Source: an optimization exercise on an open RTL-to-GDS flow (aim: small area and a short achievable clock period). Production flows keep margins and buffers that such runs may drop.
Only simulation tests tie the RTL to the original design; equivalence was not proved.
Power figures rest on the tool's default switching activity, not on a simulated workload.

==> flow/design.v <==
package snoop_pkg;
    typedef enum logic [1:0] {IDLE, MEASURE, REPORT} state_t;
    localparam int WORDS_PER_CH = 5;
endpackage
module snoop_channel
#(
    parameter int TKEEP_WIDTH = 64,
    parameter int CNT_WIDTH   = 20
) (
    input  logic                   clk,
    input  logic                   areset,
    input  logic                   clear,
    input  logic                   beat,
    input  logic                   last,
    input  logic [TKEEP_WIDTH-1:0] keep,
    output logic [CNT_WIDTH-1:0]   flits,
    output logic [CNT_WIDTH-1:0]   pkts,
    output logic [CNT_WIDTH-1:0]   byte_cnt,
    output logic [CNT_WIDTH-1:0]   min_size,
    output logic [CNT_WIDTH-1:0]   max_size,
    output logic                   has_pkt,
    output logic [CNT_WIDTH-1:0]   pkt_size,
    output logic                   pkt_size_valid
);
    localparam logic [CNT_WIDTH-1:0] ONES = '1;
    localparam int HW = CNT_WIDTH - 7;
    logic                 bd;        
    logic                 bl;        
    logic [6:0]          pr;        
    logic [6:0]          pr_d;
    logic [7:0]           acc_lo;
    logic [CNT_WIDTH-1:0] acc;
    logic [CNT_WIDTH-1:0] size_now;
    logic [7:0]           byte_lo;
    logic [HW-1:0]        acc_hi1;
    logic [HW-1:0]        byte_hi1;
    logic                 acc_sat;
    logic                 byte_sat;
    logic                 lt_min;
    logic                 gt_max;
    logic as1;
    logic ac2;
    logic as3;
    logic ac4;
    logic as5;
    logic ac6;
    logic as7;
    logic ac8;
    logic as9;
    logic ac10;
    logic as11;
    logic ac12;
    logic as13;
    logic ac14;
    logic as15;
    logic ac16;
    logic as17;
    logic ac18;
    logic as19;
    logic ac20;
    logic as21;
    logic ac22;
    logic as23;
    logic ac24;
    logic as25;
    logic ac26;
    logic as27;
    logic ac28;
    logic as29;
    logic ac30;
    logic as31;
    logic ac32;
    logic as33;
    logic ac34;
    logic as35;
    logic ac36;
    logic as37;
    logic ac38;
    logic as39;
    logic ac40;
    logic as41;
    logic ac42;
    logic as43;
    logic ac44;
    logic as45;
    logic ac46;
    logic as47;
    logic ac48;
    logic as49;
    logic ac50;
    logic as51;
    logic ac52;
    logic as53;
    logic ac54;
    logic as55;
    logic ac56;
    logic as57;
    logic ac58;
    logic as59;
    logic ac60;
    logic as61;
    logic ac62;
    logic as63;
    logic ac64;
    logic as65;
    logic ac66;
    logic as67;
    logic ac68;
    logic as69;
    logic ac70;
    logic as71;
    logic ac72;
    logic as73;
    logic ac74;
    logic as75;
    logic ac76;
    logic as77;
    logic ac78;
    logic as79;
    logic ac80;
    logic as81;
    logic ac82;
    logic as83;
    logic ac84;
    logic as85;
    logic ac86;
    logic as87;
    logic ac88;
    logic as89;
    logic ac90;
    logic as91;
    logic ac92;
    logic as93;
    logic ac94;
    logic as95;
    logic ac96;
    logic as97;
    logic ac98;
    logic as99;
    logic ac100;
    logic as101;
    logic ac102;
    logic as103;
    logic ac104;
    logic as105;
    logic ac106;
    logic ax107;
    logic as108;
    logic ac109;
    logic as110;
    logic ac111;
    logic as112;
    logic ac113;
    logic ax114;
    logic as115;
    logic ac116;
    logic ax117;
    logic bs118;
    logic bc119;
    logic bs120;
    logic bc121;
    logic bs122;
    logic bc123;
    logic bs124;
    logic bc125;
    logic bs126;
    logic bc127;
    logic bs128;
    logic bc129;
    logic bs130;
    logic bc131;
    logic brs132;
    logic brc133;
    logic brs134;
    logic brc135;
    logic brs136;
    logic brc137;
    logic brs138;
    logic brc139;
    logic brs140;
    logic brc141;
    logic brs142;
    logic brc143;
    logic brs144;
    logic brc145;
    logic ml146;
    logic ml147;
    logic ml148;
    logic ml149;
    logic ml150;
    logic ml151;
    logic ml152;
    logic ml153;
    logic ml154;
    logic ml155;
    logic ml156;
    logic ml157;
    logic ml158;
    logic ml159;
    logic ml160;
    logic ml161;
    logic ml162;
    logic ml163;
    logic ml164;
    logic ml165;
    logic nl166;
    logic nl167;
    logic nl168;
    logic nl169;
    logic nl170;
    logic nl171;
    logic nl172;
    logic nl173;
    logic nl174;
    logic nl175;
    logic nl176;
    logic nl177;
    logic nl178;
    logic nl179;
    logic nl180;
    logic nl181;
    logic nl182;
    logic nl183;
    logic nl184;
    logic nl185;
    assign as1 = ~(~keep[0] ^ keep[10] ^ keep[11]);
    assign ac2 = ~((~keep[0] & ~keep[10]) | (~keep[0] & ~keep[11]) | (~keep[10] & ~keep[11]));
    assign as3 = ~(~keep[12] ^ keep[13] ^ keep[14]);
    assign ac4 = ~((~keep[12] & ~keep[13]) | (~keep[12] & ~keep[14]) | (~keep[13] & ~keep[14]));
    assign as5 = ~(~keep[15] ^ keep[16] ^ keep[17]);
    assign ac6 = ~((~keep[15] & ~keep[16]) | (~keep[15] & ~keep[17]) | (~keep[16] & ~keep[17]));
    assign as7 = ~(~keep[18] ^ keep[19] ^ keep[1]);
    assign ac8 = ~((~keep[18] & ~keep[19]) | (~keep[18] & ~keep[1]) | (~keep[19] & ~keep[1]));
    assign as9 = ~(~keep[20] ^ keep[21] ^ keep[22]);
    assign ac10 = ~((~keep[20] & ~keep[21]) | (~keep[20] & ~keep[22]) | (~keep[21] & ~keep[22]));
    assign as11 = ~(~keep[23] ^ keep[24] ^ keep[25]);
    assign ac12 = ~((~keep[23] & ~keep[24]) | (~keep[23] & ~keep[25]) | (~keep[24] & ~keep[25]));
    assign as13 = ~(~keep[26] ^ keep[27] ^ keep[28]);
    assign ac14 = ~((~keep[26] & ~keep[27]) | (~keep[26] & ~keep[28]) | (~keep[27] & ~keep[28]));
    assign as15 = ~(~keep[29] ^ keep[2] ^ keep[30]);
    assign ac16 = ~((~keep[29] & ~keep[2]) | (~keep[29] & ~keep[30]) | (~keep[2] & ~keep[30]));
    assign as17 = ~(~keep[31] ^ keep[32] ^ keep[33]);
    assign ac18 = ~((~keep[31] & ~keep[32]) | (~keep[31] & ~keep[33]) | (~keep[32] & ~keep[33]));
    assign as19 = ~(~keep[34] ^ keep[35] ^ keep[36]);
    assign ac20 = ~((~keep[34] & ~keep[35]) | (~keep[34] & ~keep[36]) | (~keep[35] & ~keep[36]));
    assign as21 = ~(~keep[37] ^ keep[38] ^ keep[39]);
    assign ac22 = ~((~keep[37] & ~keep[38]) | (~keep[37] & ~keep[39]) | (~keep[38] & ~keep[39]));
    assign as23 = ~(~keep[3] ^ keep[40] ^ keep[41]);
    assign ac24 = ~((~keep[3] & ~keep[40]) | (~keep[3] & ~keep[41]) | (~keep[40] & ~keep[41]));
    assign as25 = ~(~keep[42] ^ keep[43] ^ keep[44]);
    assign ac26 = ~((~keep[42] & ~keep[43]) | (~keep[42] & ~keep[44]) | (~keep[43] & ~keep[44]));
    assign as27 = ~(~keep[45] ^ keep[46] ^ keep[47]);
    assign ac28 = ~((~keep[45] & ~keep[46]) | (~keep[45] & ~keep[47]) | (~keep[46] & ~keep[47]));
    assign as29 = ~(~keep[48] ^ keep[49] ^ keep[4]);
    assign ac30 = ~((~keep[48] & ~keep[49]) | (~keep[48] & ~keep[4]) | (~keep[49] & ~keep[4]));
    assign as31 = ~(~keep[50] ^ keep[51] ^ keep[52]);
    assign ac32 = ~((~keep[50] & ~keep[51]) | (~keep[50] & ~keep[52]) | (~keep[51] & ~keep[52]));
    assign as33 = ~(~keep[53] ^ keep[54] ^ keep[55]);
    assign ac34 = ~((~keep[53] & ~keep[54]) | (~keep[53] & ~keep[55]) | (~keep[54] & ~keep[55]));
    assign as35 = ~(~keep[56] ^ keep[57] ^ keep[58]);
    assign ac36 = ~((~keep[56] & ~keep[57]) | (~keep[56] & ~keep[58]) | (~keep[57] & ~keep[58]));
    assign as37 = ~(~keep[59] ^ keep[5] ^ keep[60]);
    assign ac38 = ~((~keep[59] & ~keep[5]) | (~keep[59] & ~keep[60]) | (~keep[5] & ~keep[60]));
    assign as39 = ~(~keep[61] ^ keep[62] ^ keep[63]);
    assign ac40 = ~((~keep[61] & ~keep[62]) | (~keep[61] & ~keep[63]) | (~keep[62] & ~keep[63]));
    assign as41 = ~(~keep[6] ^ keep[7] ^ keep[8]);
    assign ac42 = ~((~keep[6] & ~keep[7]) | (~keep[6] & ~keep[8]) | (~keep[7] & ~keep[8]));
    assign as43 = ~(~keep[9] ^ as1 ^ as11);
    assign ac44 = ~((~keep[9] & ~as1) | (~keep[9] & ~as11) | (~as1 & ~as11));
    assign as45 = ~(~as13 ^ as15 ^ as17);
    assign ac46 = ~((~as13 & ~as15) | (~as13 & ~as17) | (~as15 & ~as17));
    assign as47 = ~(~as19 ^ as21 ^ as23);
    assign ac48 = ~((~as19 & ~as21) | (~as19 & ~as23) | (~as21 & ~as23));
    assign as49 = ~(~as25 ^ as27 ^ as29);
    assign ac50 = ~((~as25 & ~as27) | (~as25 & ~as29) | (~as27 & ~as29));
    assign as51 = ~(~as3 ^ as31 ^ as33);
    assign ac52 = ~((~as3 & ~as31) | (~as3 & ~as33) | (~as31 & ~as33));
    assign as53 = ~(~as35 ^ as37 ^ as39);
    assign ac54 = ~((~as35 & ~as37) | (~as35 & ~as39) | (~as37 & ~as39));
    assign as55 = ~(~as41 ^ as5 ^ as7);
    assign ac56 = ~((~as41 & ~as5) | (~as41 & ~as7) | (~as5 & ~as7));
    assign as57 = ~(~as9 ^ as43 ^ as45);
    assign ac58 = ~((~as9 & ~as43) | (~as9 & ~as45) | (~as43 & ~as45));
    assign as59 = ~(~as47 ^ as49 ^ as51);
    assign ac60 = ~((~as47 & ~as49) | (~as47 & ~as51) | (~as49 & ~as51));
    assign as61 = ~(~as53 ^ as55 ^ as57);
    assign ac62 = ~((~as53 & ~as55) | (~as53 & ~as57) | (~as55 & ~as57));
    assign as63 = ~(~ac10 ^ ac12 ^ ac14);
    assign ac64 = ~((~ac10 & ~ac12) | (~ac10 & ~ac14) | (~ac12 & ~ac14));
    assign as65 = ~(~ac16 ^ ac18 ^ ac2);
    assign ac66 = ~((~ac16 & ~ac18) | (~ac16 & ~ac2) | (~ac18 & ~ac2));
    assign as67 = ~(~ac20 ^ ac22 ^ ac24);
    assign ac68 = ~((~ac20 & ~ac22) | (~ac20 & ~ac24) | (~ac22 & ~ac24));
    assign as69 = ~(~ac26 ^ ac28 ^ ac30);
    assign ac70 = ~((~ac26 & ~ac28) | (~ac26 & ~ac30) | (~ac28 & ~ac30));
    assign as71 = ~(~ac32 ^ ac34 ^ ac36);
    assign ac72 = ~((~ac32 & ~ac34) | (~ac32 & ~ac36) | (~ac34 & ~ac36));
    assign as73 = ~(~ac38 ^ ac4 ^ ac40);
    assign ac74 = ~((~ac38 & ~ac4) | (~ac38 & ~ac40) | (~ac4 & ~ac40));
    assign as75 = ~(~ac42 ^ ac6 ^ ac8);
    assign ac76 = ~((~ac42 & ~ac6) | (~ac42 & ~ac8) | (~ac6 & ~ac8));
    assign as77 = ~(~ac44 ^ ac46 ^ ac48);
    assign ac78 = ~((~ac44 & ~ac46) | (~ac44 & ~ac48) | (~ac46 & ~ac48));
    assign as79 = ~(~ac50 ^ ac52 ^ ac54);
    assign ac80 = ~((~ac50 & ~ac52) | (~ac50 & ~ac54) | (~ac52 & ~ac54));
    assign as81 = ~(~ac56 ^ as63 ^ as65);
    assign ac82 = ~((~ac56 & ~as63) | (~ac56 & ~as65) | (~as63 & ~as65));
    assign as83 = ~(~as67 ^ as69 ^ as71);
    assign ac84 = ~((~as67 & ~as69) | (~as67 & ~as71) | (~as69 & ~as71));
    assign as85 = ~(~as73 ^ as75 ^ ac58);
    assign ac86 = ~((~as73 & ~as75) | (~as73 & ~ac58) | (~as75 & ~ac58));
    assign as87 = ~(~ac60 ^ as77 ^ as79);
    assign ac88 = ~((~ac60 & ~as77) | (~ac60 & ~as79) | (~as77 & ~as79));
    assign as89 = ~(~as81 ^ as83 ^ ac62);
    assign ac90 = ~((~as81 & ~as83) | (~as81 & ~ac62) | (~as83 & ~ac62));
    assign as91 = ~(~as85 ^ as87 ^ as89);
    assign ac92 = ~((~as85 & ~as87) | (~as85 & ~as89) | (~as87 & ~as89));
    assign as93 = ~(~ac64 ^ ac66 ^ ac68);
    assign ac94 = ~((~ac64 & ~ac66) | (~ac64 & ~ac68) | (~ac66 & ~ac68));
    assign as95 = ~(~ac70 ^ ac72 ^ ac74);
    assign ac96 = ~((~ac70 & ~ac72) | (~ac70 & ~ac74) | (~ac72 & ~ac74));
    assign as97 = ~(~ac76 ^ ac78 ^ ac80);
    assign ac98 = ~((~ac76 & ~ac78) | (~ac76 & ~ac80) | (~ac78 & ~ac80));
    assign as99 = ~(~ac82 ^ ac84 ^ as93);
    assign ac100 = ~((~ac82 & ~ac84) | (~ac82 & ~as93) | (~ac84 & ~as93));
    assign as101 = ~(~as95 ^ ac86 ^ ac88);
    assign ac102 = ~((~as95 & ~ac86) | (~as95 & ~ac88) | (~ac86 & ~ac88));
    assign as103 = ~(~as97 ^ as99 ^ ac90);
    assign ac104 = ~((~as97 & ~as99) | (~as97 & ~ac90) | (~as99 & ~ac90));
    assign ax107 = as101 ^ ac92;
    assign as105 = ax107 ^ as103;
    assign ac106 = ax107 ? as103 : as101;
    assign as108 = ~(~ac94 ^ ac96 ^ ac100);
    assign ac109 = ~((~ac94 & ~ac96) | (~ac94 & ~ac100) | (~ac96 & ~ac100));
    assign as110 = ~(~ac98 ^ ac102 ^ as108);
    assign ac111 = ~((~ac98 & ~ac102) | (~ac98 & ~as108) | (~ac102 & ~as108));
    assign ax114 = ac104 ^ as110;
    assign as112 = ax114 ^ ac106;
    assign ac113 = ax114 ? ac106 : ac104;
    assign ax117 = ac109 ^ ac111;
    assign as115 = ax117 ^ ac113;
    assign ac116 = ax117 ? ac113 : ac109;
    assign acc_lo = {1'b0, acc[6:0]} + {1'b0, 1'b0, pr[6], pr[5], pr[4], pr[3], pr[2], pr[0]} + {1'b0, 1'b0, 1'b0, 1'b0, 1'b0, 1'b0, 1'b0, pr[1]};
    assign bs118 = ~(~byte_cnt[0] ^ pr[0] ^ pr[1]);
    assign bc119 = ~((~byte_cnt[0] & ~pr[0]) | (~byte_cnt[0] & ~pr[1]) | (~pr[0] & ~pr[1]));
    assign bs120 = ~(~byte_cnt[1] ^ pr[2] ^ bc119);
    assign bc121 = ~((~byte_cnt[1] & ~pr[2]) | (~byte_cnt[1] & ~bc119) | (~pr[2] & ~bc119));
    assign bs122 = ~(~byte_cnt[2] ^ pr[3] ^ bc121);
    assign bc123 = ~((~byte_cnt[2] & ~pr[3]) | (~byte_cnt[2] & ~bc121) | (~pr[3] & ~bc121));
    assign bs124 = ~(~byte_cnt[3] ^ pr[4] ^ bc123);
    assign bc125 = ~((~byte_cnt[3] & ~pr[4]) | (~byte_cnt[3] & ~bc123) | (~pr[4] & ~bc123));
    assign bs126 = ~(~byte_cnt[4] ^ pr[5] ^ bc125);
    assign bc127 = ~((~byte_cnt[4] & ~pr[5]) | (~byte_cnt[4] & ~bc125) | (~pr[5] & ~bc125));
    assign bs128 = ~(~byte_cnt[5] ^ pr[6] ^ bc127);
    assign bc129 = ~((~byte_cnt[5] & ~pr[6]) | (~byte_cnt[5] & ~bc127) | (~pr[6] & ~bc127));
    assign bs130 = bs118 ^ 1'b0;
    assign bc131 = bs118 & 1'b0;
    assign byte_lo[0] = bs130;
    assign brs132 = ~(~bs120 ^ 1'b0 ^ bc131);
    assign brc133 = ~((~bs120 & ~1'b0) | (~bs120 & ~bc131) | (~1'b0 & ~bc131));
    assign byte_lo[1] = brs132;
    assign brs134 = ~(~bs122 ^ 1'b0 ^ brc133);
    assign brc135 = ~((~bs122 & ~1'b0) | (~bs122 & ~brc133) | (~1'b0 & ~brc133));
    assign byte_lo[2] = brs134;
    assign brs136 = ~(~bs124 ^ 1'b0 ^ brc135);
    assign brc137 = ~((~bs124 & ~1'b0) | (~bs124 & ~brc135) | (~1'b0 & ~brc135));
    assign byte_lo[3] = brs136;
    assign brs138 = ~(~bs126 ^ 1'b0 ^ brc137);
    assign brc139 = ~((~bs126 & ~1'b0) | (~bs126 & ~brc137) | (~1'b0 & ~brc137));
    assign byte_lo[4] = brs138;
    assign brs140 = ~(~bs128 ^ 1'b0 ^ brc139);
    assign brc141 = ~((~bs128 & ~1'b0) | (~bs128 & ~brc139) | (~1'b0 & ~brc139));
    assign byte_lo[5] = brs140;
    assign brs142 = ~(~byte_cnt[6] ^ bc129 ^ brc141);
    assign brc143 = ~((~byte_cnt[6] & ~bc129) | (~byte_cnt[6] & ~brc141) | (~bc129 & ~brc141));
    assign byte_lo[6] = brs142;
    assign brs144 = ~(~1'b0 ^ 1'b0 ^ brc143);
    assign brc145 = ~((~1'b0 & ~1'b0) | (~1'b0 & ~brc143) | (~1'b0 & ~brc143));
    assign byte_lo[7] = brs144;
    assign ml146 = (size_now[0] == min_size[0]) ? 1'b0 : min_size[0];
    assign ml147 = (size_now[1] == min_size[1]) ? ml146 : min_size[1];
    assign ml148 = (size_now[2] == min_size[2]) ? ml147 : min_size[2];
    assign ml149 = (size_now[3] == min_size[3]) ? ml148 : min_size[3];
    assign ml150 = (size_now[4] == min_size[4]) ? ml149 : min_size[4];
    assign ml151 = (size_now[5] == min_size[5]) ? ml150 : min_size[5];
    assign ml152 = (size_now[6] == min_size[6]) ? ml151 : min_size[6];
    assign ml153 = (size_now[7] == min_size[7]) ? ml152 : min_size[7];
    assign ml154 = (size_now[8] == min_size[8]) ? ml153 : min_size[8];
    assign ml155 = (size_now[9] == min_size[9]) ? ml154 : min_size[9];
    assign ml156 = (size_now[10] == min_size[10]) ? ml155 : min_size[10];
    assign ml157 = (size_now[11] == min_size[11]) ? ml156 : min_size[11];
    assign ml158 = (size_now[12] == min_size[12]) ? ml157 : min_size[12];
    assign ml159 = (size_now[13] == min_size[13]) ? ml158 : min_size[13];
    assign ml160 = (size_now[14] == min_size[14]) ? ml159 : min_size[14];
    assign ml161 = (size_now[15] == min_size[15]) ? ml160 : min_size[15];
    assign ml162 = (size_now[16] == min_size[16]) ? ml161 : min_size[16];
    assign ml163 = (size_now[17] == min_size[17]) ? ml162 : min_size[17];
    assign ml164 = (size_now[18] == min_size[18]) ? ml163 : min_size[18];
    assign ml165 = (size_now[19] == min_size[19]) ? ml164 : min_size[19];
    assign nl166 = (max_size[0] == size_now[0]) ? 1'b0 : size_now[0];
    assign nl167 = (max_size[1] == size_now[1]) ? nl166 : size_now[1];
    assign nl168 = (max_size[2] == size_now[2]) ? nl167 : size_now[2];
    assign nl169 = (max_size[3] == size_now[3]) ? nl168 : size_now[3];
    assign nl170 = (max_size[4] == size_now[4]) ? nl169 : size_now[4];
    assign nl171 = (max_size[5] == size_now[5]) ? nl170 : size_now[5];
    assign nl172 = (max_size[6] == size_now[6]) ? nl171 : size_now[6];
    assign nl173 = (max_size[7] == size_now[7]) ? nl172 : size_now[7];
    assign nl174 = (max_size[8] == size_now[8]) ? nl173 : size_now[8];
    assign nl175 = (max_size[9] == size_now[9]) ? nl174 : size_now[9];
    assign nl176 = (max_size[10] == size_now[10]) ? nl175 : size_now[10];
    assign nl177 = (max_size[11] == size_now[11]) ? nl176 : size_now[11];
    assign nl178 = (max_size[12] == size_now[12]) ? nl177 : size_now[12];
    assign nl179 = (max_size[13] == size_now[13]) ? nl178 : size_now[13];
    assign nl180 = (max_size[14] == size_now[14]) ? nl179 : size_now[14];
    assign nl181 = (max_size[15] == size_now[15]) ? nl180 : size_now[15];
    assign nl182 = (max_size[16] == size_now[16]) ? nl181 : size_now[16];
    assign nl183 = (max_size[17] == size_now[17]) ? nl182 : size_now[17];
    assign nl184 = (max_size[18] == size_now[18]) ? nl183 : size_now[18];
    assign nl185 = (max_size[19] == size_now[19]) ? nl184 : size_now[19];
    assign lt_min = ml165;
    assign gt_max = nl185;
    assign pr_d = {7{beat}} & {ac116, as115, as112, as105, as91, as61, as59};
    always_ff @(posedge clk or posedge areset) begin
        if (areset) begin
            bd <= 1'b0;
            bl <= 1'b0;
        end else begin
            bd <= beat;
            bl <= beat & last;
        end
    end
    always_ff @(posedge clk) pr <= pr_d;
    assign acc_hi1  = acc[CNT_WIDTH-1:7] + 1'b1;
    assign acc_sat  = acc_lo[7] & (&acc[CNT_WIDTH-1:7]);
    assign size_now = acc_sat ? ONES :
                      {(acc_lo[7] ? acc_hi1 : acc[CNT_WIDTH-1:7]), acc_lo[6:0]};
    assign byte_hi1 = byte_cnt[CNT_WIDTH-1:7] + 1'b1;
    assign byte_sat = byte_lo[7] & (&byte_cnt[CNT_WIDTH-1:7]);
    always_ff @(posedge clk) begin
        if (clear) begin
            flits    <= '0;
            pkts     <= '0;
            byte_cnt <= '0;
            acc      <= '0;
            has_pkt  <= 1'b0;
        end else begin
            if (bd && flits != ONES) flits <= flits + 1'b1;
            if (bl && pkts != ONES)  pkts  <= pkts + 1'b1;
            byte_cnt <= byte_sat ? ONES :
                        {(byte_lo[7] ? byte_hi1 : byte_cnt[CNT_WIDTH-1:7]), byte_lo[6:0]};
            acc      <= bl ? '0 : size_now;
            if (bl) has_pkt <= 1'b1;
        end
    end
    always_ff @(posedge clk) begin
        if (bl && (!has_pkt || lt_min)) min_size <= size_now;
        if (bl && (!has_pkt || gt_max)) max_size <= size_now;
    end
    assign pkt_size       = size_now;
    assign pkt_size_valid = bl;
endmodule
module multi_channel_snooper
#(
    parameter int NUM_CH      = 4,
    parameter int TDATA_WIDTH = 512,
    parameter int TKEEP_WIDTH = TDATA_WIDTH / 8,
    parameter int CNT_WIDTH   = 20
) (
    input  logic                          clk,
    input  logic                          areset,
    input  logic [NUM_CH*TKEEP_WIDTH-1:0] mon_TKEEP,
    input  logic [NUM_CH-1:0]             mon_TVALID,
    input  logic [NUM_CH-1:0]             mon_TREADY,
    input  logic [NUM_CH-1:0]             mon_TLAST,
    input  logic [NUM_CH-1:0]             ch_enable,
    input  logic                          measure,
    output logic [63:0]                   report_TDATA,
    output logic [7:0]                    report_TKEEP,
    output logic                          report_TVALID,
    input  logic                          report_TREADY,
    output logic                          report_TLAST,
    output logic                          busy,
    output logic [NUM_CH*CNT_WIDTH-1:0]   pkt_size,
    output logic [NUM_CH-1:0]             pkt_size_valid,
    output logic                          measure_sync_out
);
    localparam int NUM_WORDS = 1 + snoop_pkg::WORDS_PER_CH * NUM_CH;
    localparam int IDX_W     = $clog2(NUM_WORDS);
    localparam logic [CNT_WIDTH-1:0] ONES = '1;
    snoop_pkg::state_t    state;
    logic                 clear;
    logic                 in_measure;
    logic [NUM_CH-1:0]    beat;
    logic [IDX_W-1:0]     idx;
    logic [IDX_W-1:0]     nidx;
    logic                 at_last;
    logic                 next_word;
    logic [CNT_WIDTH-1:0] word;
    logic [CNT_WIDTH-1:0] cyc_data;
    logic [CNT_WIDTH-1:0] flits    [NUM_CH];
    logic [CNT_WIDTH-1:0] pkts     [NUM_CH];
    logic [CNT_WIDTH-1:0] byte_cnt [NUM_CH];
    logic [CNT_WIDTH-1:0] min_size [NUM_CH];
    logic [CNT_WIDTH-1:0] max_size [NUM_CH];
    logic [NUM_CH-1:0]    has_pkt;
    assign in_measure = (state == snoop_pkg::MEASURE);
    assign clear      = (state == snoop_pkg::IDLE) && measure;
    assign busy       = (state != snoop_pkg::IDLE);
    assign beat       = {NUM_CH{in_measure}} & mon_TVALID & mon_TREADY & ch_enable;
    assign at_last    = (idx == IDX_W'(NUM_WORDS - 1));
    assign next_word  = report_TVALID && report_TREADY;
    always_ff @(posedge clk or posedge areset) begin
        if (areset) begin
            state         <= snoop_pkg::IDLE;
            report_TVALID <= 1'b0;
        end else begin
            case (state)
                snoop_pkg::IDLE:    if (measure) state <= snoop_pkg::MEASURE;
                snoop_pkg::MEASURE: if (!measure) state <= snoop_pkg::REPORT;
                snoop_pkg::REPORT: begin
                    if (!report_TVALID) report_TVALID <= 1'b1;
                    else if (report_TREADY && at_last) begin
                        report_TVALID <= 1'b0;
                        state         <= snoop_pkg::IDLE;
                    end
                end
                default: state <= snoop_pkg::IDLE;
            endcase
        end
    end
    assign nidx = idx + 1'b1;
    always_ff @(posedge clk) begin
        if (!report_TVALID) idx <= '0;
        else if (report_TREADY) idx <= nidx;
    end
    always_ff @(posedge clk) begin
        if (clear)                               cyc_data <= '0;
        else if (in_measure && cyc_data != ONES) cyc_data <= cyc_data + 1'b1;
        else if (next_word)                      cyc_data <= word;
    end
    always_ff @(posedge clk or posedge areset) begin
        if (areset) measure_sync_out <= 1'b0;
        else        measure_sync_out <= measure;
    end
    for (genvar c = 0; c < NUM_CH; c++) begin : g_ch
        snoop_channel #(
            .TKEEP_WIDTH(TKEEP_WIDTH),
            .CNT_WIDTH  (CNT_WIDTH)
        ) u_ch (
            .clk           (clk),
            .areset        (areset),
            .clear         (clear),
            .beat          (beat[c]),
            .last          (mon_TLAST[c]),
            .keep          (mon_TKEEP[c*TKEEP_WIDTH +: TKEEP_WIDTH]),
            .flits         (flits[c]),
            .pkts          (pkts[c]),
            .byte_cnt      (byte_cnt[c]),
            .min_size      (min_size[c]),
            .max_size      (max_size[c]),
            .has_pkt       (has_pkt[c]),
            .pkt_size      (pkt_size[c*CNT_WIDTH +: CNT_WIDTH]),
            .pkt_size_valid(pkt_size_valid[c])
        );
    end
    logic [CNT_WIDTH-1:0] words [1:NUM_WORDS-1];
    logic [NUM_WORDS-1:1] sel;
    always_comb begin
        for (int k = 1; k < NUM_WORDS; k++) sel[k] = (nidx == IDX_W'(k));
        for (int c = 0; c < NUM_CH; c++) begin
            words[1 + c*5] = flits[c];
            words[2 + c*5] = pkts[c];
            words[3 + c*5] = byte_cnt[c];
            words[4 + c*5] = min_size[c];
            words[5 + c*5] = max_size[c];
            sel[4 + c*5]   = sel[4 + c*5] & has_pkt[c];
            sel[5 + c*5]   = sel[5 + c*5] & has_pkt[c];
        end
        word = '0;
        for (int k = 1; k < NUM_WORDS; k++)
            word = word | (words[k] & {CNT_WIDTH{sel[k]}});
    end
    assign report_TDATA = 64'(cyc_data);
    assign report_TKEEP = {8{report_TVALID}};
    assign report_TLAST = report_TVALID & at_last;
endmodule
==> flow/flow/run.sh <==
#!/bin/bash
# Layout flow: the standard layout (standard synthesis unchanged), with the port buffers
# made from a small buffer instead of the resizer's default delay cell, timing repair aiming
# for a setup slack of 8 ns at the design's clock, and a leaner clock tree. Every tool's
# output goes to a log file in this folder; ORFS keeps its per-step logs under orfs/logs/.
set -euo pipefail
bash standard.sh synth > synth.log 2>&1
bash standard.sh "BUFFER_PORTS_ARGS=-buffer_cell sky130_fd_sc_hd__buf_1" SETUP_SLACK_MARGIN=8.6 \
    "CTS_ARGS=-sink_clustering_enable -repair_clock_nets -dont_use_dummy_load -sink_clustering_size 24 -sink_clustering_max_diameter 120" finish > layout.log 2>&1
==> flow/standard.sh <==
#!/bin/bash
# synth_recipe.tcl (not shown) runs the flow's synth.tcl, then flattens the netlist and writes it again
# the make line also repeats each setting of config.mk as NAME=value (left out here)
make -C /OpenROAD-flow-scripts/flow DESIGN_CONFIG=/design/flow/config.mk WORK_HOME=/design/flow/orfs CLKGATE_MAP_FILE= SYNTH_SCRIPT=/design/flow/synth_recipe.tcl "${@:-finish}"
==> flow/config.mk <==
export PLATFORM = sky130hd
export DESIGN_NAME = multi_channel_snooper
export DESIGN_NICKNAME = multi_channel_snooper
export VERILOG_FILES = /design/flow/design.v
export SDC_FILE = /design/flow/constraint.sdc
export NUM_CORES = 4
export LEC_CHECK = 0
export CAP_MARGIN = 20
export CORE_MARGIN = 2
export CORE_UTILIZATION = 40
export SLEW_MARGIN = 20
==> flow/constraint.sdc <==
create_clock -name core_clock -period 14.0 [get_ports {clk}]
set_input_delay 2.8000 -clock core_clock [delete_from_list [all_inputs] [get_ports {clk}]]
set_output_delay 2.8000 -clock core_clock [all_outputs]
set_load 0.01 [all_outputs]
==> results of run 1 <==
power by group through the flow:
stage	Clock (W)	Sequential (W)	Combinational [W]
2_1_floorplan	0	0.00185	0.00164
3_3_place_gp	0	0.00191	0.00210
3_5_place_dp	0	0.00191	0.00213
4_1_cts	0.000881	0.00188	0.00250
5_1_grt	0.000933	0.00189	0.00312
6_report	0.000873	0.00188	0.00283
metrics by stage:
stage	worst slack (ns)	power [W]	instance area, um^2
3_5_place_dp	7.43	0.00403	35500
3_3_place_gp	7.44	0.00401	35500
5_1_grt	7.98	0.00594	41600
6_report	8.07	0.00559	41600
2_1_floorplan	7.70	0.00349	33100
4_1_cts	8.11	0.00526	39800
state kept, by name (all words and copies together) (netlist names), 5 cells and up:
signal              count
g_ch.u_ch.acc          80
g_ch.u_ch.byte_cnt     80
g_ch.u_ch.flits        80
g_ch.u_ch.max_size     80
g_ch.u_ch.min_size     80
g_ch.u_ch.pkts         80
g_ch.u_ch.pr           28
cyc_data               20
idx                     5
cells in the mapped netlist, types with 8 or more instances:
master      n  area [um^2]
o21ai_1    26          130
nand2b_1   19          119
o21a_1     14          105
fa_1      248         4960
o221ai_1    9         78.8
xor2_1    129         1130
a222oi_1   47          470
a31oi_1    25          156
nor2b_1    22          138
a22oi_1    72          541
a21o_1     12         90.1
nand2_1   217          815
nand3_1   126          631
and4_1     12          105
and2_1     35          219
o21ai_0    89          445
mux2i_1    28          280
or3_1      32          200
or2_2      11         68.8
xnor2_1   102          893
a221oi_1   47          412
dfrtp_1    12          300
and3_1     67          419
nor2_1    405         1520
o211ai_1   14          105
nor3_1     52          260
a211oi_1   13         97.6
inv_1     242          908
o22ai_1    14         87.6
nand4_1    79          494
edfxtp_1  160         4800
buf_4      57          428
clkbuf_1   96          360
maj3_1     30          300
ha_1       46          576
a21oi_1   210         1050
dfxtp_1   377         7550
nor4_1      8         50.1
a22o_1     40          350
cell families (layout without fill, tap and decap cells):
group,Yosys count,after routing,synth area share (%)
mux,32,32,0.990
compound gates,720,723,15.2
simple gates,1109,1110,15.9
flops,549,549,38.5
buf+inv,407,1045,5.31
fa+ha+maj,329,329,17.9
other cells,1,46,0.0114
xor+xnor,231,231,6.16
timing repair:
item                       in CTS  in global routing
setup endpoints to repair      97                101
setup buffers                 241                104
hold endpoints to repair        0                  0
resized for setup             505                268
gates cloned                    4                  1
pin swaps                     140                136
worst paths after layout:
path / endpoint / slack (ns) / cells after the start / start
setup / recovery: g_ch[3].u_ch.pr[6]$_DFF_P_ / 8.07 / 14 / mon_TKEEP[215]
hold / removal: g_ch[1].u_ch.pkts[4]$_SDFFE_PP0P_ / 0.51 / 2 / g_ch[1].u_ch.pkts[4]$_SDFFE_PP0P_
setup reg to reg: g_ch[2].u_ch.min_size[6]$_DFFE_PP_ / 8.45 / 43 / g_ch[2].u_ch.pr[1]$_DFF_P_
hold reg to reg: g_ch[1].u_ch.pkts[4]$_SDFFE_PP0P_ / 0.51 / 2 / g_ch[1].u_ch.pkts[4]$_SDFFE_PP0P_
max in group asynchronous: g_ch[2].u_ch.bl$_DFF_PP0_ / 11.07 / 2 / areset
min in group asynchronous: report_TVALID$_DFFE_PP0N_ / 2.31 / 2 / areset
layer usage:
metal,wire [um],global-route usage (%),up-vias
met3,10100,5.13,267
met1,48200,35.9,14400
met2,55300,42.9,1282
met4,6170,11.6,2
met5,19,0,-
li1,-,-,13200
area by class of cell:
cell class              count  area, um^2  area share [%]
diodes                      2        5.00          0.0120
repair buffers            773        5260            12.6
clock buffers              27         676            1.62
inverters                 245         930            2.23
well taps                1070        1340            3.22
flip-flops and latches    549       12700            30.5
multi-input cells        2469       20700            49.8
worst register-to-register path, delay by kind of cell, from the launching register on:
family / cells / cell delay [ns]
buf+inv: 34 / 3.48
fa+ha+maj: 2 / 0.61
compound gates: 3 / 0.40
flops: 1 / 0.36
simple gates: 3 / 0.32
xor+xnor: 1 / 0.17
==> impl_metrics.py, run 1 <==
metrics = {
    "route": {
        "via_per_inst": 5.69,
        "post_drt_wl_per_cell_um": 23.3,
        "wl_mm": 120,
        "drc": 0,
        "ant_nets": 0,
        "drtPass1Iterations": 8,
        "num_vias": 29200,
        "first_iter_violations": 3130,
    },
    "timing": {
        "worst_clock_skew_ns": 0.0837,
        "holdWs_ns": 0.512,
        "setup_viol": 0,
        "timing.setup.tns_ns": 0,
        "max_freq_mhz": 169,
        "fin_crit_ns": 5.93,
        "fin_crit_sh_pct": 42.3,
        "tightest_slew_ns": 1.14,
        "hold_violations": 0,
        "final-max-slew-violation-count": 0,
        "rsz0062_at_grt": "yes",
        "max_slew_margin_pct": 23.9,
    },
    "setup_path": {
        "path_max_fanout": 2,
        "cpMaxStageDelayCell": "fa_2",
        "required_ns": 14.48,
        "worstPathCellList": "buf_1 > fa_2 > fa_1 > fa_1 > inv_1 > fa_2 > inv_2 > fa_1 > inv_1 > fa_1 > maj3_2 > a21oi_2 > maj3_1 > and2_1",
        "worst-path-buf-inv": 4,
        "cp_top_family": "adder cells",
        "startpoint_type": "input pin",
        "critPathKind": "in2reg",
        "cpMostUsedCell": "fa_1",
        "arrival_ns": 6.41,
        "max_stage_delay_ns": 0.57,
        "crit_path_end_kind": "register",
    },
    "grt": {
        "grt_pass1_vias": 27700,
        "grt_pass1_wl_mm": 174,
        "gr-total-overflow": 0,
        "antenna_found_initial": 2,
        "grtUsageTotal_pct": 27.0,
        "grt_start_max_net_pins": 168,
    },
    "clock_tree": {
        "cts_root_buffer": "clkbuf_16",
        "postCtsHoldBufs": 0,
        "clk_latency_ns": 0.65,
        "htree_levels": 1,
        "cts_sinks": 549,
        "clkTransAtPathRegs_ns": 0.10,
        "cts_tree": "yes",
        "cts_buffers": 27,
        "cts_buffer_depth": 3,
    },
    "synth": {
        "synth_cell_types": 94,
        "synth_edf_count": 160,
        "synth-main-ff-cell": "dfxtp_1",
        "syn_inst": 3378,
        "yosysSeqAreaShare_pct": 38.5,
        "async_reset_ff_share_pct": 2.19,
        "synth_seq_cells": 549,
        "ys_warn_count": 9,
        "syn_avg_cell_area_um2": 9.73,
        "syn-cell-area_um2": 32900,
    },
    "placed_design": {
        "port_buffers": 391,
        "gp_congestion": 1.01,
        "place_inst": 4756,
        "dp_hpwl_mm": 86.9,
    },
    "die": {
        "die_y_um": 291,
        "io_pins": 436,
        "dieArea_um2": 84500,
        "num_rows": 105,
        "start_util_pct": 40.2,
        "core_area_um2": 81700,
        "fp.dieW_um": 291,
    },
    "final_layout": {
        "final_cell_mix": "nor2_1 (390), dfxtp_1 (346), buf_1 (300)",
        "drive_gt1_share_pct": 23.5,
        "layout_commonest_cell": "nor2_1",
        "final_core_util_pct": 50.9,
        "nets": 4635,
        "fin_cells": 5135,
        "synthToLayoutAreaGrowth_pct": 26.7,
        "fill_cells": 7449,
    },
    "power": {
        "p_per_area_nw_per_um2": 134,
        "leakage_nw": 16.1,
        "swShare_pct": 37.7,
        "switchingPower_w": 0.00211,
        "seq_power_share_pct": 33.7,
        "peakVddDrop_mv": 0.169,
        "clkPwrFrac_pct": 15.6,
        "p_comb_share_pct": 50.7,
        "p_int_w": 0.00348,
    },
    "worst_hold_path": {
        "hold_class": "reg2reg",
    },
    "job": {
        "drv_cap": 0,
    },
    "outcome": {
        "outcome": "timing/DRC/antenna clean",
    },
}
==> inputs of run 2 (changes only) <==
--- a/flow/flow/run.sh
+++ b/flow/flow/run.sh
@@ -6,4 +6,4 @@
 set -euo pipefail
 bash standard.sh synth > synth.log 2>&1
-bash standard.sh "BUFFER_PORTS_ARGS=-buffer_cell sky130_fd_sc_hd__buf_1" SETUP_SLACK_MARGIN=8.6 \
+bash standard.sh "BUFFER_PORTS_ARGS=-buffer_cell sky130_fd_sc_hd__buf_1" SETUP_SLACK_MARGIN=8.25 \
     "CTS_ARGS=-sink_clustering_enable -repair_clock_nets -dont_use_dummy_load -sink_clustering_size 24 -sink_clustering_max_diameter 120" finish > layout.log 2>&1
==> run 2 against run 1 <==
Count of clock-buffer cells in the layout unchanged. Clock skew down 0.053 ns. Utilization down 3.2 points. Cell area down 6.3%. Sequential share of layout area up 2.0 points. Global-route usage down 1.2 points. Sequential cell count unchanged. Register-to-register slack worse by 0.15 ns. Critical path depth unchanged. Clock power about the same. Via count down 3.9%. Critical path type unchanged. Largest cell class unchanged.
==> impl_metrics.py, run 2 <==
metrics = {
    "final_layout": {
        "fin_cells": 4963,
        "synthToLayoutAreaGrowth_pct": 18.7,
        "nets": 4465,
        "final_core_util_pct": 47.7,
        "drive_gt1_share_pct": 16.2,
        "final_cell_mix": "nor2_1 (396), dfxtp_1 (362), buf_1 (343)",
        "antenna_cells": 0,
        "layout_commonest_cell": "nor2_1",
    },
    "clock_tree": {
        "clk_latency_ns": 0.62,
        "htree_levels": 1,
        "cts_root_buffer": "clkbuf_16",
        "cts_buffer_depth": 3,
        "cts_tree": "yes",
        "clkTransAtPathRegs_ns": 0.10,
        "cts_sinks": 549,
        "postCtsHoldBufs": 0,
        "cts_buffers": 27,
    },
    "timing": {
        "fin_crit_sh_pct": 42.1,
        "fin_crit_ns": 5.89,
        "tightest_slew_ns": 1.06,
        "hold_violations": 0,
        "max_freq_mhz": 170,
        "final-max-slew-violation-count": 0,
        "setup_viol": 0,
        "rsz0062_at_grt": "yes",
        "max_slew_margin_pct": 29.4,
        "worst_clock_skew_ns": 0.0305,
        "timing.setup.tns_ns": 0,
    },
    "placed_design": {
        "gp_congestion": 1.00,
        "dp_hpwl_mm": 87.2,
        "place_inst": 4760,
        "port_buffers": 391,
    },
    "synth": {
        "synth-main-ff-cell": "dfxtp_1",
        "yosysSeqAreaShare_pct": 38.5,
        "synth_seq_cells": 549,
        "yosysTopAreaCell": "dfxtp_1",
        "async_reset_ff_share_pct": 2.19,
        "syn_inst": 3378,
        "synth_cell_types": 94,
        "synthTopCellsByArea": "dfxtp_1 (23%), fa_1 (15%), edfxtp_1 (15%)",
        "yosysMostFrequentCell": "nor2_1",
        "netlist_top_cells_count": "nor2_1 (405), dfxtp_1 (377), fa_1 (248)",
        "synth_top_area_share_pct": 23.0,
        "ys_warn_count": 9,
        "syn_avg_cell_area_um2": 9.73,
        "synth_edf_count": 160,
        "syn-cell-area_um2": 32900,
    },
    "power": {
        "peakVddDrop_mv": 0.172,
        "leakage_nw": 14.8,
        "p_per_area_nw_per_um2": 135,
        "p_total_w": 0.00525,
    },
    "die": {
        "start_util_pct": 40.2,
        "io_pins": 436,
        "fp.dieW_um": 291,
        "dieArea_um2": 84500,
        "num_rows": 105,
        "core_area_um2": 81700,
        "die_y_um": 291,
    },
    "grt": {
        "grtUsageTotal_pct": 25.7,
        "grt_pass1_vias": 26400,
        "grt_pass1_wl_mm": 166,
        "antenna_found_initial": 1,
        "grt_start_max_net_pins": 189,
        "gr-total-overflow": 0,
    },
    "route": {
        "drc": 0,
        "ant_nets": 0,
        "drtPass1Iterations": 8,
        "num_vias": 28100,
        "via_per_inst": 5.66,
        "first_iter_violations": 2966,
        "post_drt_wl_per_cell_um": 23.0,
        "wl_mm": 114,
    },
    "setup_path": {
        "crit_cells": 14,
        "rrSetupSlack_ns": 8.30,
        "reg2reg_depth": 38,
        "max_stage_delay_ns": 0.57,
        "rr_startpoint": "g_ch[1].u_ch.pr[1]$_DFF_P_",
        "critPathKind": "in2reg",
        "r2r_end": "g_ch[1].u_ch.min_size[3]$_DFFE_PP_",
        "startpoint_type": "input pin",
        "path_max_fanout": 2,
        "required_ns": 14.53,
        "worstPathCellList": "buf_1 > fa_1 > fa_1 > fa_1 > inv_1 > fa_2 > inv_2 > fa_2 > inv_2 > fa_2 > maj3_2 > a21oi_2 > maj3_2 > and2_1",
        "cp_top_family": "adder cells",
        "worst-path-buf-inv": 4,
        "cpMaxStageDelayCell": "fa_1",
        "crit_path_end_kind": "register",
        "arrival_ns": 6.42,
    },
    "worst_hold_path": {
        "hold_end": "g_ch[0].u_ch.pkts[1]$_SDFFE_PP0P_",
        "hp-start": "g_ch[0].u_ch.pkts[1]$_SDFFE_PP0P_",
        "min_path_cells": 2,
        "hold_class": "reg2reg",
    },
    "outcome": {
        "outcome": "timing/DRC/antenna clean",
    },
    "job": {
        "drv_cap": 0,
    },
}
==> run 2: metal layers <==
layer	vias to the layer above	wire length [um]	track usage (%)
met2	1144	52200	41.0
li1	12900	-	-
met3	211	8700	4.26
met1	13900	47600	35.1
met4	0	5380	9.95
met5	-	0	0
==> run 2: final cells by class <==
cell class	instances	area (um^2)
fill	7736	42700
multi-input combinational	2467	20000
sequential	549	12700
timing repair buffer	605	3360
tap	1070	1340
inverter	245	927
clock buffer	27	676
==> run 2: metrics by stage <==
stage                     instance area, um^2  hold slack [ns]  setup WS [ns]
after floorplan                         33100            0.448           7.70
after global placement                  35500            0.477           7.47
after detailed placement                35500            0.482           7.44
after CTS                               37500            0.499           8.01
after global routing                    39000            0.523           8.02
final                                   39000            0.501           8.11
==> run 2: tightest hold or removal path, cell delays in order, from the launching register on <==
cell and delay [ns]:
dfxtp_1 0.35, nand2_1 0.06, a21oi_1 0.05
==> run 2: kinds of logic (layout without fill, tap and decap cells) <==
family,after synthesis,after routing,share of synthesized area [%]
AND/OR/NAND/NOR,1109,1109,15.9
AO/OA/AOI/OAI,720,722,15.2
flip-flops,549,549,38.5
buffers and inverters,407,877,5.31
adder cells (fa/ha/maj),329,329,17.9
XOR/XNOR,231,231,6.16
multiplexers,32,32,0.990
other,1,44,0.0114
==> run 2: power breakdown <==
group / switching, W / internal [W] / leakage, nW / total, W
Clock: 0.000526 / 0.000345 / 0.333 / 0.000871
Combinational: 0.00134 / 0.00117 / 9.81 / 0.00251
Sequential: 0.000117 / 0.00175 / 4.69 / 0.00187
==> run 2: worst max-delay path by stage <==
stage                                  to                      startpoint
6_report       g_ch[0].u_ch.pr[6]$_DFF_P_                   mon_TKEEP[23]
5_1_grt        g_ch[3].u_ch.pr[6]$_DFF_P_                  mon_TKEEP[217]
4_1_cts                       pkt_size[4]  g_ch[0].u_ch.acc[7]$_SDFF_PP0_
3_5_place_dp   g_ch[2].u_ch.pr[6]$_DFF_P_                  mon_TKEEP[170]
3_3_place_gp   g_ch[2].u_ch.pr[6]$_DFF_P_                  mon_TKEEP[170]
2_1_floorplan  g_ch[3].u_ch.pr[6]$_DFF_P_                  mon_TKEEP[198]
==> run 2: what timing repair did <==
action | in CTS | in global routing
gates cloned | 1 | 2
pin swaps | 82 | 109
setup endpoints to repair | 88 | 105
gates resized for setup | 188 | 240
endpoints found under the hold margin | 0 | 0
setup buffers | 81 | 92
==> inputs of run 3 (changes only) <==
--- a/flow/flow/run.sh
+++ b/flow/flow/run.sh
@@ -6,4 +6,4 @@
 set -euo pipefail
 bash standard.sh synth > synth.log 2>&1
-bash standard.sh "BUFFER_PORTS_ARGS=-buffer_cell sky130_fd_sc_hd__buf_1" SETUP_SLACK_MARGIN=8.25 \
+bash standard.sh "BUFFER_PORTS_ARGS=-buffer_cell sky130_fd_sc_hd__buf_1" SETUP_SLACK_MARGIN=7.8 \
     "CTS_ARGS=-sink_clustering_enable -repair_clock_nets -dont_use_dummy_load -sink_clustering_size 24 -sink_clustering_max_diameter 120" finish > layout.log 2>&1
==> run 3 against run 2 <==
Still clean. Clock skew rose by 0.021 ns. Global-route usage shrank 0.36 points. Fmax down 4.7%. Sequential power hardly changed. Total power down 8.1%. Synthesized cell count unchanged. Critical endpoint is now pkt_size[37]. Highest routed layer unchanged.
==> impl_metrics.py, run 3 <==
metrics = {
    "timing": {
        "final-max-slew-violation-count": 0,
        "setup_viol": 0,
        "fin_crit_sh_pct": 44.1,
        "worst_clock_skew_ns": 0.0515,
        "max_freq_mhz": 162,
        "holdWs_ns": 0.496,
        "fin_crit_ns": 6.18,
        "timing.setup.tns_ns": 0,
        "hold_violations": 0,
        "tightest_slew_ns": 0.996,
        "rsz0062_at_grt": "yes",
        "max_slew_margin_pct": 33.6,
    },
    "die": {
        "core_area_um2": 81700,
        "fp.dieW_um": 291,
        "num_rows": 105,
        "start_util_pct": 40.2,
        "dieArea_um2": 84500,
        "io_pins": 436,
        "die_y_um": 291,
    },
    "final_layout": {
        "drive_gt1_share_pct": 6.30,
        "nets": 4304,
        "fin_cells": 4802,
        "final_cell_mix": "nor2_1 (398), buf_1 (391), dfxtp_1 (375)",
        "antenna_cells": 0,
        "synthToLayoutAreaGrowth_pct": 11.5,
        "layout_commonest_cell": "nor2_1",
        "fill_cells": 8012,
    },
    "synth": {
        "yosysSeqAreaShare_pct": 38.5,
        "synthTopCellsByArea": "dfxtp_1 (23%), fa_1 (15%), edfxtp_1 (15%)",
        "synth_edf_count": 160,
        "syn_avg_cell_area_um2": 9.73,
        "synth_top_area_share_pct": 23.0,
        "synth-main-ff-cell": "dfxtp_1",
        "synth_seq_cells": 549,
        "netlist_top_cells_count": "nor2_1 (405), dfxtp_1 (377), fa_1 (248)",
        "synth_cell_types": 94,
        "syn-cell-area_um2": 32900,
        "yosysTopAreaCell": "dfxtp_1",
        "ys_warn_count": 9,
        "yosysMostFrequentCell": "nor2_1",
        "async_reset_ff_share_pct": 2.19,
        "syn_inst": 3378,
    },
    "placed_design": {
        "gp_congestion": 1.00,
        "place_inst": 4762,
        "port_buffers": 391,
        "dp_hpwl_mm": 87.8,
    },
    "setup_path": {
        "required_ns": 11.20,
        "rrSetupSlack_ns": 9.15,
        "startpoint_type": "register",
        "r2r_end": "g_ch[3].u_ch.byte_cnt[2]$_SDFF_PP0_",
        "critPathKind": "reg2out",
        "crit_path_end_kind": "output pin",
        "arrival_ns": 3.38,
        "reg2reg_depth": 15,
        "path_max_fanout": 8,
        "rr_startpoint": "g_ch[3].u_ch.byte_cnt[0]$_SDFF_PP0_",
    },
    "clock_tree": {
        "cts_root_buffer": "clkbuf_16",
        "cts_buffer_depth": 3,
        "postCtsHoldBufs": 0,
        "cts_sinks": 549,
        "htree_levels": 1,
        "cts_tree": "yes",
        "clkTransAtPathRegs_ns": 0.10,
        "clk_latency_ns": 0.63,
        "cts_buffers": 27,
    },
    "grt": {
        "grt_start_max_net_pins": 80,
        "grt_pass1_wl_mm": 164,
        "grtUsageTotal_pct": 25.4,
        "grt_pass1_vias": 25900,
        "antenna_found_initial": 0,
        "gr-total-overflow": 0,
    },
    "route": {
        "post_drt_wl_per_cell_um": 22.9,
        "drc": 0,
        "via_per_inst": 5.67,
        "first_iter_violations": 3069,
        "ant_nets": 0,
        "wl_mm": 110,
        "num_vias": 27200,
        "drtPass1Iterations": 7,
    },
    "outcome": {
        "outcome": "timing/DRC/antenna clean",
    },
    "power": {
        "leakage_nw": 13.8,
        "p_per_area_nw_per_um2": 132,
        "peakVddDrop_mv": 0.118,
    },
    "worst_hold_path": {
        "hp-start": "g_ch[0].u_ch.pkts[1]$_SDFFE_PP0P_",
        "min_path_cells": 2,
        "hold_class": "reg2reg",
        "hold_end": "g_ch[0].u_ch.pkts[1]$_SDFFE_PP0P_",
    },
    "job": {
        "drv_cap": 0,
    },
}
==> run 3: cell types whose count changed in the layout (fill, tap and decap cells not counted), moves of 9 or more <==
cell	previous run	this run
fa_2	68	34
buf_6	35	0
a21oi_1	183	195
buf_1	343	391
fa_1	180	214
clkbuf_2	13	0
buf_4	201	55
buf_2	9	0
inv_1	188	239
inv_2	54	6
dfxtp_1	362	375
nand2_1	203	215
dfxtp_2	13	2
==> run 3: critical path: stages, from the launching register on <==
cell and delay (ns):
dfxtp_2 0.38, inv_1 0.07, fa_1 0.42, nor2b_1 0.14, o21a_1 0.19, o211ai_1 0.13
buf_4 0.19, a21o_1 0.29, nor4_2 0.42, nand3_1 0.15, o21ai_2 0.15, inv_1 0.13
buf_1 0.14
==> run 3: logic make-up after synthesis <==
family	Yosys count	synth area share, %
fa+ha+maj	329	17.9
buf+inv	407	5.31
flops	549	38.5
mux	32	0.990
simple gates	1109	15.9
other cells	1	0.0114
xor+xnor	231	6.16
compound gates	720	15.2
==> run 3: metrics by stage <==
stage          setup WS (ns)  util (%)  total power, W  area, um^2
2_1_floorplan           7.70         -         0.00348       33100
3_3_place_gp            7.45      43.4         0.00399       35500
3_5_place_dp            7.40      43.4         0.00401       35500
4_1_cts                 7.68      44.4         0.00487       36300
5_1_grt                 7.59      44.8         0.00520       36600
6_report                7.82      44.8         0.00483       36600
==> run 3: timing repair <==
| action | CTS | global route |
|---|---|---|
| pin swaps | 1 | 6 |
| buffers inserted | 6 | 7 |
| gates resized for setup | 29 | 48 |
| setup endpoints to repair | 32 | 46 |
| hold endpoints to repair | 0 | 0 |
==> run 3: layer usage <==
layer | up-vias | routed length (um) | global-route usage [%] | part of all wire (%)
met4 | 0 | 4980 | 9.78 | 4.5
met3 | 186 | 8890 | 4.08 | 8.1
met1 | 13400 | 46300 | 35.3 | 42
met5 | - | 0 | 0 | 0
li1 | 12500 | - | - | -
met2 | 1111 | 49700 | 39.7 | 45
==> run 3: how the worst max path moves through the flow <==
stage,to,slack [ns],startpoint,cells after the start
final,pkt_size[37],7.82,g_ch[1].u_ch.pr[0]$_DFF_P_,12
after global routing,pkt_size[37],7.59,g_ch[1].u_ch.pr[0]$_DFF_P_,12
after CTS,pkt_size[48],7.68,g_ch[2].u_ch.pr[0]$_DFF_P_,11
after detailed placement,g_ch[1].u_ch.pr[6]$_DFF_P_,7.40,mon_TKEEP[67],13
after global placement,g_ch[2].u_ch.pr[6]$_DFF_P_,7.45,mon_TKEEP[128],14
after floorplan,g_ch[3].u_ch.pr[6]$_DFF_P_,7.70,mon_TKEEP[198],12
==> run 3: area by class of cell <==
type | instances | area (um^2) | area share [%]
Tap cell | 1070 | 1340 | 3.66
Inverter | 245 | 920 | 2.51
Clock buffer | 27 | 676 | 1.84
Sequential cell | 549 | 12700 | 34.6
Timing Repair Buffer | 446 | 1880 | 5.13
Multi-Input combinational cell | 2465 | 19200 | 52.3
==> run 3: power by group <==
group	total, W	switching (W)	leakage (nW)	internal, W
clock network	0.000863	0.000519	0.333	0.000344
registers	0.00186	0.000113	4.68	0.00175
logic	0.00210	0.00119	8.76	0.000905
total	0.00483	0.00182	13.8	0.00300
==> inputs of run 4 (changes only) <==
--- a/flow/flow/run.sh
+++ b/flow/flow/run.sh
@@ -6,4 +6,4 @@
 set -euo pipefail
 bash standard.sh synth > synth.log 2>&1
-bash standard.sh "BUFFER_PORTS_ARGS=-buffer_cell sky130_fd_sc_hd__buf_1" SETUP_SLACK_MARGIN=7.8 \
+bash standard.sh "BUFFER_PORTS_ARGS=-buffer_cell sky130_fd_sc_hd__buf_1" SETUP_SLACK_MARGIN=8 \
     "CTS_ARGS=-sink_clustering_enable -repair_clock_nets -dont_use_dummy_load -sink_clustering_size 24 -sink_clustering_max_diameter 120" finish > layout.log 2>&1
--- a/flow/config.mk
+++ b/flow/config.mk
@@ -8,4 +8,4 @@
 export CAP_MARGIN = 20
 export CORE_MARGIN = 2
-export CORE_UTILIZATION = 40
+export CORE_UTILIZATION = 60
 export SLEW_MARGIN = 20
==> run 4 against run 3 <==
Utilization grew 23 points. First-iteration DRC count grew 12%. Largest cell class unchanged. Wire length shrank 2.6%. Die area shrank 33%. Sequential cell count is the same.
==> impl_metrics.py, run 4 <==
metrics = {
    "route": {
        "num_vias": 28100,
        "top_layer_used": "met5",
        "wl_met3_mm": 9.99,
        "routed-wl-met2_mm": 49.6,
        "post_drt_wl_per_cell_um": 24.1,
        "first_iter_violations": 3430,
        "wl_mm": 107,
        "ant_nets": 0,
        "wl_met1_mm": 41.9,
        "via_per_inst": 6.32,
        "drc": 0,
        "drtPass1Iterations": 9,
    },
    "timing": {
        "max_slew_margin_pct": 17.4,
        "tightest_slew_ns": 1.23,
        "setup_viol": 0,
        "final-max-slew-violation-count": 0,
        "fin_crit_sh_pct": 43.0,
        "worst_clock_skew_ns": 0.0651,
        "rsz0062_at_grt": "yes",
        "fin_crit_ns": 6.02,
        "hold_violations": 0,
        "max_freq_mhz": 166,
        "timing.setup.tns_ns": 0,
    },
    "final_layout": {
        "ff_latch_area_um2": 12700,
        "fill_cells": 4340,
        "drive_gt1_share_pct": 8.56,
        "fin_cells": 4448,
        "final_cell_mix": "nor2_1 (394), buf_1 (384), dfxtp_1 (372)",
        "nets": 4322,
        "multi_input_area_um2": 19400,
        "layout_commonest_cell": "nor2_1",
        "synthToLayoutAreaGrowth_pct": 11.4,
    },
    "clock_tree": {
        "cts_sinks": 549,
        "htree_levels": 1,
        "clkTransAtPathRegs_ns": 0.10,
        "cts_buffers": 26,
        "cts_root_buffer": "clkbuf_16",
        "cts_tree": "yes",
        "cts_buffer_depth": 3,
        "clk_latency_ns": 0.63,
    },
    "die": {
        "start_util_pct": 60.8,
        "die_y_um": 238,
        "dieArea_um2": 56700,
        "fp.dieW_um": 238,
        "io_pins": 436,
        "num_rows": 85,
        "core_area_um2": 54000,
    },
    "synth": {
        "syn-cell-area_um2": 32900,
        "synth_seq_cells": 549,
        "synth_cell_types": 94,
        "synthTopCellsByArea": "dfxtp_1 (23%), fa_1 (15%), edfxtp_1 (15%)",
        "synth-main-ff-cell": "dfxtp_1",
        "yosysMostFrequentCell": "nor2_1",
        "yosysSeqAreaShare_pct": 38.5,
        "netlist_top_cells_count": "nor2_1 (405), dfxtp_1 (377), fa_1 (248)",
        "synth_top_area_share_pct": 23.0,
        "synth_edf_count": 160,
        "syn_avg_cell_area_um2": 9.73,
        "yosysTopAreaCell": "dfxtp_1",
        "syn_inst": 3378,
        "async_reset_ff_share_pct": 2.19,
        "ys_warn_count": 9,
    },
    "power": {
        "peakVddDrop_mv": 0.132,
        "swShare_pct": 38.3,
        "seq_power_share_pct": 36.9,
        "leakage_nw": 13.9,
        "p_comb_share_pct": 46.6,
        "p_int_w": 0.00314,
        "clkPwrFrac_pct": 16.5,
        "switchingPower_w": 0.00195,
        "p_per_area_nw_per_um2": 139,
    },
    "setup_path": {
        "rrSetupSlack_ns": 8.95,
        "startpoint_type": "input pin",
        "required_ns": 14.48,
        "critPathKind": "in2reg",
        "path_max_fanout": 2,
        "arrival_ns": 6.51,
        "crit_path_end_kind": "register",
    },
    "grt": {
        "grtUsageTotal_pct": 36.7,
        "gr-total-overflow": 0,
        "antenna_found_initial": 5,
        "grt_start_max_net_pins": 93,
        "grt_pass1_vias": 27000,
        "grt_pass1_wl_mm": 159,
    },
    "job": {
        "drv_cap": 0,
    },
    "placed_design": {
        "dp_hpwl_mm": 84.1,
        "place_inst": 4377,
        "gp_congestion": 1.03,
        "port_buffers": 391,
    },
    "worst_hold_path": {
        "hold_class": "reg2reg",
    },
    "outcome": {
        "outcome": "timing/DRC/antenna clean",
    },
}
## run 4: power by group through the flow
stage | logic [W] | clock network [W] | registers (W)
detailed placement | 0.00212 | 0 | 0.00191
global placement | 0.00204 | 0 | 0.00190
CTS | 0.00213 | 0.000841 | 0.00187
global route | 0.00262 | 0.000894 | 0.00188
finish | 0.00237 | 0.000840 | 0.00187
floorplan | 0.00164 | 0 | 0.00185
## run 4: final timing paths
path                                             from                                  to  cells past startpoint
min                              state[1]$_DFFE_PP0P_                state[0]$_DFFE_PP0P_                      1
max                                    mon_TKEEP[225]          g_ch[3].u_ch.pr[6]$_DFF_P_                     14
max in group asynchronous                      areset           g_ch[0].u_ch.bl$_DFF_PP0_                      2
max reg2reg                g_ch[1].u_ch.pr[0]$_DFF_P_  g_ch[1].u_ch.max_size[8]$_DFFE_PP_                     17
min reg2reg                      state[1]$_DFFE_PP0P_                state[0]$_DFFE_PP0P_                      1
min in group asynchronous                      areset          measure_sync_out$_DFF_PP0_                      2
## run 4: kinds of logic (layout without fill, tap and decap cells)
kind of cell / count (synthesis) / in the layout / synth area share (%)
xor gates and xnor gates: 231 / 231 / 6.16
buffers and inverters: 407 / 736 / 5.31
other: 1 / 46 / 0.0114
DFF: 549 / 549 / 38.5
muxes: 32 / 32 / 0.990
and+or+nand+nor: 1109 / 1109 / 15.9
AOI/OAI and AO/OA: 720 / 720 / 15.2
adders and majority gates: 329 / 329 / 17.9
## run 4: cell type report
cell class / count / area share [%]
clock buffers: 26 / 1.78
repair buffers: 465 / 5.62
inverters: 245 / 2.51
flip-flops and latches: 549 / 34.6
diodes: 2 / 0.0137
well taps: 696 / 2.38
multi-input cells: 2465 / 53.1
## run 4: metrics by stage
stage                     hold WS (ns)  util [%]  instance area, um^2  total power [W]  worst slack [ns]
final                            0.501      67.7                36600          0.00508              7.98
after detailed placement         0.487      64.7                34900          0.00403              7.36
after global routing             0.525      67.7                36600          0.00539              7.89
after global placement           0.473      64.6                34900          0.00395              7.44
after CTS                        0.505      66.6                36000          0.00484              7.94
after floorplan                  0.448         -                33100          0.00348              7.70
## run 4: routing by layer
layer | global-route usage (%) | up-vias
li1 | - | 12600
met1 | 48.9 | 13800
met2 | 59.1 | 1454
met3 | 6.69 | 249
met4 | 16.2 | 4
met5 | 0 | -
## run 4: what timing repair did
item	CTS	global route
hold buffers	0	0
pin swaps	4	58
endpoints found under the setup margin	60	71
buffers inserted	12	30
resized for setup	65	97
## run 4: worst max-delay path, cell delays in order
cell and delay (ns):
buf_6 0.09, fa_1 0.49, fa_1 0.54, fa_1 0.55, inv_2 0.05, fa_2 0.35, inv_2 0.06, fa_2 0.18
inv_2 0.04, fa_1 0.55, maj3_2 0.27, a21oi_4 0.08, maj3_2 0.31, and2_1 0.15
==> inputs of run 5 (changes only) <==
--- a/flow/config.mk
+++ b/flow/config.mk
@@ -8,4 +8,4 @@
 export CAP_MARGIN = 20
 export CORE_MARGIN = 2
-export CORE_UTILIZATION = 60
+export CORE_UTILIZATION = 40
 export SLEW_MARGIN = 20
==> run 5 against run 4 <==
Clock power is 2.9% higher. Critical endpoint is now pkt_size[39]. Utilization is 22 points lower. Fmax is 0.79% higher. Die area is 49% higher. Synthesized cell count stayed put. Global-route usage is 11 points lower. Still clean. Sequential cell count stayed put. Highest routed layer is now met4. First-iteration DRC count is 18% lower.
==> impl_metrics.py, run 5 <==
metrics = {
    "timing": {
        "rsz0062_at_grt": "yes",
        "fin_crit_sh_pct": 42.7,
        "holdWs_ns": 0.502,
        "hold_violations": 0,
        "worst_clock_skew_ns": 0.0472,
        "final-max-slew-violation-count": 0,
        "timing.setup.tns_ns": 0,
        "tightest_slew_ns": 1.20,
        "setup_slack_ns": 8.02,
        "setup_viol": 0,
        "max_freq_mhz": 167,
    },
    "job": {
        "drv_cap": 0,
    },
    "setup_path": {
        "startpoint_type": "register",
        "path_max_fanout": 8,
        "cp-endpoint": "pkt_size[39]",
        "reg2reg_depth": 17,
        "worstPathCellList": "ha_1 > o21ai_1 > a21o_4 > nor3_4 > a31oi_1 > inv_1 > buf_1",
        "required_ns": 11.20,
        "arrival_ns": 3.18,
        "max_stage_delay_ns": 0.76,
        "crit_path_end_kind": "output pin",
        "rrSetupSlack_ns": 9.13,
    },
    "die": {
        "start_util_pct": 40.2,
        "fp.dieW_um": 291,
        "num_rows": 105,
        "core_area_um2": 81700,
        "dieArea_um2": 84500,
        "io_pins": 436,
    },
    "synth": {
        "yosysSeqAreaShare_pct": 38.5,
        "yosysTopAreaCell": "dfxtp_1",
        "async_reset_ff_share_pct": 2.19,
        "synthTopCellsByArea": "dfxtp_1 (23%), fa_1 (15%), edfxtp_1 (15%)",
        "synth_edf_count": 160,
        "ys_warn_count": 9,
        "syn_avg_cell_area_um2": 9.73,
        "synth-main-ff-cell": "dfxtp_1",
        "yosysMostFrequentCell": "nor2_1",
        "synth_top_area_share_pct": 23.0,
        "netlist_top_cells_count": "nor2_1 (405), dfxtp_1 (377), fa_1 (248)",
    },
    "route": {
        "drtPass1Iterations": 8,
        "num_vias": 27400,
        "ant_nets": 0,
        "post_drt_wl_per_cell_um": 22.9,
        "drc": 0,
        "via_per_inst": 5.65,
        "first_iter_violations": 2802,
        "wl_mm": 111,
    },
    "placed_design": {
        "dp_slack_ns": 7.41,
        "gp_congestion": 0.987,
    },
    "clock_tree": {
        "cts_buffer_depth": 3,
        "htree_levels": 1,
        "postCtsHoldBufs": 0,
        "clkTransAtPathRegs_ns": 0.10,
    },
    "grt": {
        "use_met1_pct": 35.1,
        "met2_usage_pct": 39.2,
        "grt_pass1_vias": 25900,
        "grt_start_max_net_pins": 89,
        "grt.met3_usage_pct": 4.76,
    },
    "final_layout": {
        "final_cell_mix": "nor2_1 (396), buf_1 (387), dfxtp_1 (372)",
        "synthToLayoutAreaGrowth_pct": 13.4,
        "layout_commonest_cell": "nor2_1",
        "drive_gt1_share_pct": 8.82,
    },
    "worst_hold_path": {
        "min_path_cells": 2,
        "hold_class": "reg2reg",
    },
    "power": {
        "p_int_w": 0.00309,
        "p_comb_share_pct": 45.1,
        "leakage_nw": 14.1,
        "swShare_pct": 37.8,
        "switchingPower_w": 0.00188,
        "seq_power_share_pct": 37.5,
    },
    "outcome": {
        "outcome": "timing/DRC/antenna clean",
    },
}
## run 5: per-layer routing
layer | vias to the layer above | routed length [um]
li1 | 12600 | -
met4 | 0 | 5030
met3 | 178 | 8660
met5 | - | 0
met1 | 13500 | 47200
met2 | 1047 | 50100
## run 5: timing repair
| item | in CTS | in global routing |
|---|---|---|
| buffers inserted | 18 | 37 |
| gates cloned | 0 | 1 |
| resized for setup | 72 | 80 |
| setup endpoints to repair | 66 | 60 |
| pin swaps | 8 | 58 |
## run 5: cell families after synthesis
logic type | after synthesis | synth area share (%)
mux | 32 | 0.990
compound gates | 720 | 15.2
buf+inv | 407 | 5.31
xor+xnor | 231 | 6.16
other cells | 1 | 0.0114
flops | 549 | 38.5
fa+ha+maj | 329 | 17.9
simple gates | 1109 | 15.9
## run 5: worst max-delay path: cells and delay by family, from the launching register on
| kind | cells | cell delay (ns) |
|---|---|---|
| fa+ha+maj | 1 | 0.30 |
| flops | 1 | 0.42 |
| simple gates | 1 | 0.06 |
| buf+inv | 2 | 0.32 |
| compound gates | 3 | 1.48 |
## run 5: layout make-up
class	count	area, um^2
Timing Repair Buffer	488	2220
Multi-Input combinational cell	2466	19400
Sequential cell	549	12700
Tap cell	1070	1340
Clock buffer	27	676
Inverter	245	920
Fill cell	7978	44500
## run 5: worst min-delay path by stage
stage	from	to
after detailed placement	state[1]$_DFFE_PP0P_	state[0]$_DFFE_PP0P_
final	g_ch[0].u_ch.pkts[1]$_SDFFE_PP0P_	g_ch[0].u_ch.pkts[1]$_SDFFE_PP0P_
after floorplan	state[1]$_DFFE_PP0P_	state[0]$_DFFE_PP0P_
after global routing	state[1]$_DFFE_PP0P_	state[0]$_DFFE_PP0P_
after global placement	g_ch[2].u_ch.acc[17]$_SDFF_PP0_	g_ch[2].u_ch.acc[17]$_SDFF_PP0_
after CTS	g_ch[0].u_ch.pkts[1]$_SDFFE_PP0P_	g_ch[0].u_ch.pkts[1]$_SDFFE_PP0P_
## run 5: power by group through the flow
stage	sequential, W	clock, W	combinational, W
finish	0.00186	0.000864	0.00224
CTS	0.00186	0.000880	0.00215
global placement	0.00190	0	0.00211
floorplan	0.00185	0	0.00164
detailed placement	0.00190	0	0.00214
global route	0.00187	0.000931	0.00252
## run 5: stage by stage
step / total power, W / instances / cell area (um^2)
2_1_floorplan: 0.00348 / 3421 / 33100
3_5_place_dp: 0.00404 / 4761 / 35500
6_report: 0.00497 / 4845 / 37300
3_3_place_gp: 0.00401 / 4761 / 35500
5_1_grt: 0.00533 / 4845 / 37300
4_1_cts: 0.00490 / 4806 / 36600

Re-timed with assumed drivers on the ports (clkbuf_16 on the clock, buf_2 on other inputs), run 5 has 7.953 ns of setup slack against 8.025 ns with ideal ports, and 7.422 ns once port delays also move by the mid clock arrival of 0.673 ns.
